Source: an optimization exercise on an open RTL-to-GDS flow (aim: small area, a short achievable clock period and few clock cycles per item). Production flows keep margins and buffers that such runs may drop.
RTL that was checked went through simulation tests only; none was proved equivalent to the original.

==> umber <==
// fnv_lane_mix
module fnv_lane_mix #(
  parameter int             LANES     = 4,
  parameter int             W         = 32,
  parameter logic [W-1:0]   FNV_PRIME = 32'h01000193
) (
  input  logic               clk,
  input  logic               rst,
  input  logic               in_valid,
  output logic               in_ready,
  input  logic [1:0]         mode,
  input  logic [LANES*W-1:0] a,
  input  logic [LANES*W-1:0] b,
  output logic               out_valid,
  input  logic               out_ready,
  output logic [LANES*W-1:0] c,
  output logic [W-1:0]       digest,
  output logic               out_err
);
  logic         adv;
  logic         v1_q, v2_q, v3_q;
  logic [1:0]   md1_q, md2_q, md3_q;
  logic [W-1:0] r1_l0_q, r1_l3_q, r1_m1_q, r1_x1_q, r1_m2_q, r1_x2_q;
  logic [W-1:0] r2_l0_q, r2_l1_q, r2_l3_q, r2_m2_q, r2_x2_q;
  logic [W-1:0] r3_l0_q, r3_l1_q, r3_l3_q, r3_y2_q;
  logic [W-1:0] a0, a1, a2, a3, b0, b1, b2, b3;
  logic         md0, md1, md2;
  logic [W-1:0] p0, p3, p1, p2;
  logic [W-1:0] y0, y3, m1, x1, m2, x2, y1, y2;
  logic         f1, l2;
  assign adv      = !v3_q || out_ready;
  ...
==> module fnv_lane_mix, before the edit <==
module fnv_lane_mix #(
  parameter int             LANES     = 4,
  parameter int             W         = 32,
  parameter logic [W-1:0]   FNV_PRIME = 32'h01000193
) (
  input  logic               clk,
  input  logic               rst,
  input  logic               in_valid,
  output logic               in_ready,
  input  logic [1:0]         mode,
  input  logic [LANES*W-1:0] a,
  input  logic [LANES*W-1:0] b,
  output logic               out_valid,
  input  logic               out_ready,
  output logic [LANES*W-1:0] c,
  output logic [W-1:0]       digest,
  output logic               out_err
);
  logic         adv;
  logic         v1_q, v2_q, v3_q;
  logic [1:0]   md1_q, md2_q, md3_q;
  logic [W-1:0] r1_l0_q, r1_l3_q, r1_m1_q, r1_x1_q, r1_m2_q, r1_x2_q;
  logic [W-1:0] r2_l0_q, r2_l1_q, r2_l3_q, r2_m2_q, r2_x2_q;
  logic [W-1:0] r3_l0_q, r3_l1_q, r3_l3_q, r3_y2_q;
  logic [W-1:0] a0, a1, a2, a3, b0, b1, b2, b3;
  logic         md0, md1, md2;
  logic [W-1:0] p0, p3, p1, p2;
  logic [W-1:0] y0, y3, m1, x1, m2, x2, y1, y2;
  logic         f1, l2;
  assign adv      = !v3_q || out_ready;
  assign in_ready = adv;
  assign {a3, a2, a1, a0} = a;
  assign {b3, b2, b1, b0} = b;
  assign md0 = (mode == 2'd0);
  assign md1 = (mode == 2'd1);
  assign md2 = (mode == 2'd2);
  fnv_mulp u_mul0 (.x(md1 ? (a0 ^ b0) : a0), .y(p0));
  fnv_mulp u_mul3 (.x(md1 ? (a3 ^ b3) : a3), .y(p3));
  assign y0 = p0 ^ (md0 ? b0 : md2 ? a1 : '0);
  assign y3 = p3 ^ (md0 ? b3 : '0);
  assign m1 = md1 ? (a1 ^ b1) : a1;
  assign x1 = md0 ? b1 : md2 ? a2 : '0;
  assign m2 = md1 ? (a2 ^ b2) : a2;
  assign x2 = md0 ? b2 : md2 ? a3 : '0;
  assign f1 = (md1_q == 2'd2);
  fnv_mulp u_mul1 (.x(f1 ? r1_l0_q : r1_m1_q), .y(p1));
  assign y1 = p1 ^ r1_x1_q;
  assign l2 = !md2_q[1];
  fnv_mulp u_mul2 (.x(r2_m2_q), .y(p2));
  assign y2 = p2 ^ r2_x2_q;
  always_ff @(posedge clk) begin
    if (rst) begin
      v1_q <= 1'b0;
      v2_q <= 1'b0;
      v3_q <= 1'b0;
    end else if (adv) begin
      v1_q <= in_valid;
      v2_q <= v1_q;
      v3_q <= v2_q;
    end
  end
  always_ff @(posedge clk) begin
    if (adv) begin
      md1_q   <= mode;
      r1_l0_q <= y0;
      r1_l3_q <= y3;
      r1_m1_q <= m1;
      r1_x1_q <= x1;
      r1_m2_q <= m2;
      r1_x2_q <= x2;
      md2_q   <= md1_q;
      r2_l0_q <= r1_l0_q;
      r2_l1_q <= y1;
      r2_l3_q <= r1_l3_q;
      r2_m2_q <= f1 ? y1 : r1_m2_q;
      r2_x2_q <= r1_x2_q;
      md3_q   <= md2_q;
      r3_l0_q <= l2 ? r2_l0_q : '0;
      r3_l1_q <= l2 ? r2_l1_q : '0;
      r3_l3_q <= l2 ? r2_l3_q : '0;
      r3_y2_q <= y2;
    end
  end
  assign out_valid = v3_q;
  assign c         = {r3_l3_q, md3_q[1] ? '0 : r3_y2_q, r3_l1_q, r3_l0_q};
  assign digest    = (md3_q == 2'd2) ? r3_y2_q : '0;
  assign out_err   = (md3_q == 2'd3);
endmodule
==> flow/config.mk <==
export PLATFORM = sky130hd
export DESIGN_NAME = fnv_lane_mix
export DESIGN_NICKNAME = fnv_lane_mix
export VERILOG_FILES = /design/flow/design.v
export SDC_FILE = /design/flow/constraint.sdc
export NUM_CORES = 4
export LEC_CHECK = 0
export ABC_CLOCK_PERIOD_IN_PS = 4000
export CAP_MARGIN = 20
export CORE_MARGIN = 2
export CORE_UTILIZATION = 40
export SETUP_SLACK_MARGIN = 2.5
export SLEW_MARGIN = 20
==> flow/constraint.sdc <==
create_clock -name core_clock -period 7.0 [get_ports {clk}]
set_input_delay 1.4000 -clock core_clock [delete_from_list [all_inputs] [get_ports {clk}]]
set_output_delay 1.4000 -clock core_clock [all_outputs]
set_load 0.01 [all_outputs]
run.sh (not shown) runs the stock make flow with config.mk's settings and CLKGATE_MAP_FILE= SYNTH_SCRIPT=/design/flow/synth_recipe.tcl, a recipe that flattens the netlist after the stock synthesis.
==> amber (differences from umber) <==
--- a/flow/design.v
+++ b/flow/design.v
@@ -19,34 +19,35 @@
   logic         adv;
   logic         v1_q, v2_q, v3_q;
   logic [1:0]   md1_q, md2_q, md3_q;
+  logic         f1_q, f2_q;
   logic [W-1:0] r1_l0_q, r1_l3_q, r1_m1_q, r1_x1_q, r1_m2_q, r1_x2_q;
   logic [W-1:0] r2_l0_q, r2_l1_q, r2_l3_q, r2_m2_q, r2_x2_q;
   logic [W-1:0] r3_l0_q, r3_l1_q, r3_l3_q, r3_y2_q;
   logic [W-1:0] a0, a1, a2, a3, b0, b1, b2, b3;
-  logic         md0, md1, md2;
+  logic [W-1:0] bx0, bx1, bx2, bx3;
   logic [W-1:0] p0, p3, p1, p2;
   logic [W-1:0] y0, y3, m1, x1, m2, x2, y1, y2;
-  logic         f1, l2;
+  logic         l2;
   assign adv      = !v3_q || out_ready;
   assign in_ready = adv;
   assign {a3, a2, a1, a0} = a;
   assign {b3, b2, b1, b0} = b;
-  assign md0 = (mode == 2'd0);
-  assign md1 = (mode == 2'd1);
-  assign md2 = (mode == 2'd2);
-  fnv_mulp u_mul0 (.x(md1 ? (a0 ^ b0) : a0), .y(p0));
-  fnv_mulp u_mul3 (.x(md1 ? (a3 ^ b3) : a3), .y(p3));
-  assign y0 = p0 ^ (md0 ? b0 : md2 ? a1 : '0);
-  assign y3 = p3 ^ (md0 ? b3 : '0);
-  assign m1 = md1 ? (a1 ^ b1) : a1;
-  assign x1 = md0 ? b1 : md2 ? a2 : '0;
-  assign m2 = md1 ? (a2 ^ b2) : a2;
-  assign x2 = md0 ? b2 : md2 ? a3 : '0;
-  assign f1 = (md1_q == 2'd2);
-  fnv_mulp u_mul1 (.x(f1 ? r1_l0_q : r1_m1_q), .y(p1));
+  assign bx0 = mode[0] ? a0 ^ b0 : a0;
+  assign bx1 = mode[0] ? a1 ^ b1 : a1;
+  assign bx2 = mode[0] ? a2 ^ b2 : a2;
+  assign bx3 = mode[0] ? a3 ^ b3 : a3;
+  fnv_mulp u_mul0 (.x(bx0), .y(p0));
+  fnv_mulp u_mul3 (.x(bx3), .y(p3));
+  assign y0 = p0 ^ (mode[1] ? a1 : mode[0] ? '0 : b0);
+  assign y3 = p3 ^ (mode[0] ? '0 : b3);
+  assign m1 = bx1;
+  assign x1 = mode[1] ? a2 : mode[0] ? '0 : b1;
+  assign m2 = bx2;
+  assign x2 = mode[1] ? a3 : mode[0] ? '0 : b2;
+  fnv_mulp u_mul1 (.x(f1_q ? r1_l0_q : r1_m1_q), .y(p1));
   assign y1 = p1 ^ r1_x1_q;
   assign l2 = !md2_q[1];
-  fnv_mulp u_mul2 (.x(r2_m2_q), .y(p2));
+  fnv_mulp u_mul2 (.x(f2_q ? r2_l1_q : r2_m2_q), .y(p2));
   assign y2 = p2 ^ r2_x2_q;
   always_ff @(posedge clk) begin
     if (rst) begin
@@ -62,6 +63,7 @@
   always_ff @(posedge clk) begin
     if (adv) begin
       md1_q   <= mode;
+      f1_q    <= (mode == 2'd2);
       r1_l0_q <= y0;
       r1_l3_q <= y3;
       r1_m1_q <= m1;
@@ -69,10 +71,11 @@
       r1_m2_q <= m2;
       r1_x2_q <= x2;
       md2_q   <= md1_q;
+      f2_q    <= f1_q;
       r2_l0_q <= r1_l0_q;
       r2_l1_q <= y1;
       r2_l3_q <= r1_l3_q;
-      r2_m2_q <= f1 ? y1 : r1_m2_q;
+      r2_m2_q <= r1_m2_q;
       r2_x2_q <= r1_x2_q;
       md3_q   <= md2_q;
       r3_l0_q <= l2 ? r2_l0_q : '0;
==> flow/flow/run.sh (new file) <==
#!/bin/bash
# Standard layout, but the port buffers that placement inserts on every input and
# output are the smallest buffer (buf_1); timing repair resizes them where needed.
set -euo pipefail
bash standard.sh BUFFER_PORTS_ARGS="-buffer_cell sky130_fd_sc_hd__buf_1" finish > flow_standard.log 2>&1
==> flow/standard.sh (new file) <==
#!/bin/bash
# synth_recipe.tcl (not shown) runs the flow's synth.tcl, then flattens the netlist and writes it again
# the make line also repeats each setting of config.mk as NAME=value (left out here)
make -C /OpenROAD-flow-scripts/flow DESIGN_CONFIG=/design/flow/config.mk WORK_HOME=/design/flow/orfs CLKGATE_MAP_FILE= SYNTH_SCRIPT=/design/flow/synth_recipe.tcl "${@:-finish}"
- ABC_CLOCK_PERIOD_IN_PS: 4000 -> not set
- CORE_UTILIZATION: 40 -> 65
- CTS_BUF_LIST: not set -> sky130_fd_sc_hd__clkbuf_8
- SETUP_SLACK_MARGIN: 2.5 -> 2.4
removed: flow/run.sh
==> comparison <==
- Setup slack: umber is worse than amber (0.28 ns).
- umber finished clean. amber produced a clean layout.
- In umber the non-clock buffer count is higher than in amber, by 70.
Testbench counts of amber, summed over its fixed seeds: cycles 4,824, items 4,800.
Function not checked in umber: the RTL went through the layout flow alone.

## separate check: timing with driven ports
Ports are ideal in the flow. The routed layouts listed here were re-timed in OpenROAD.
Step 1 (the two cells are an assumption about what drives the block):
set clk [get_ports {clk}]
set_driving_cell -lib_cell sky130_fd_sc_hd__clkbuf_16 $clk
set_driving_cell -lib_cell sky130_fd_sc_hd__buf_2 [delete_from_list [all_inputs] $clk]
Step 2, shift: input delay + t, output delay - t, t = (earliest + latest rising clock arrival at the registers) / 2. This alone moves slack from input paths to output paths.
Three values: ideal ports, drivers, drivers and shift; two values: the first two.
run	t, ns	slack for setup (ns)	worst slew at a driven data input, ns
umber	0.668	1.449 / 1.477 / 0.809	0.17
amber	0.742	1.726 / 1.582 / 0.839	0.34
After both steps setup and hold are still met in every run listed. The setup slack of amber, which loses most, moves by -0.144 ns with the drivers and by -0.887 ns with both steps.
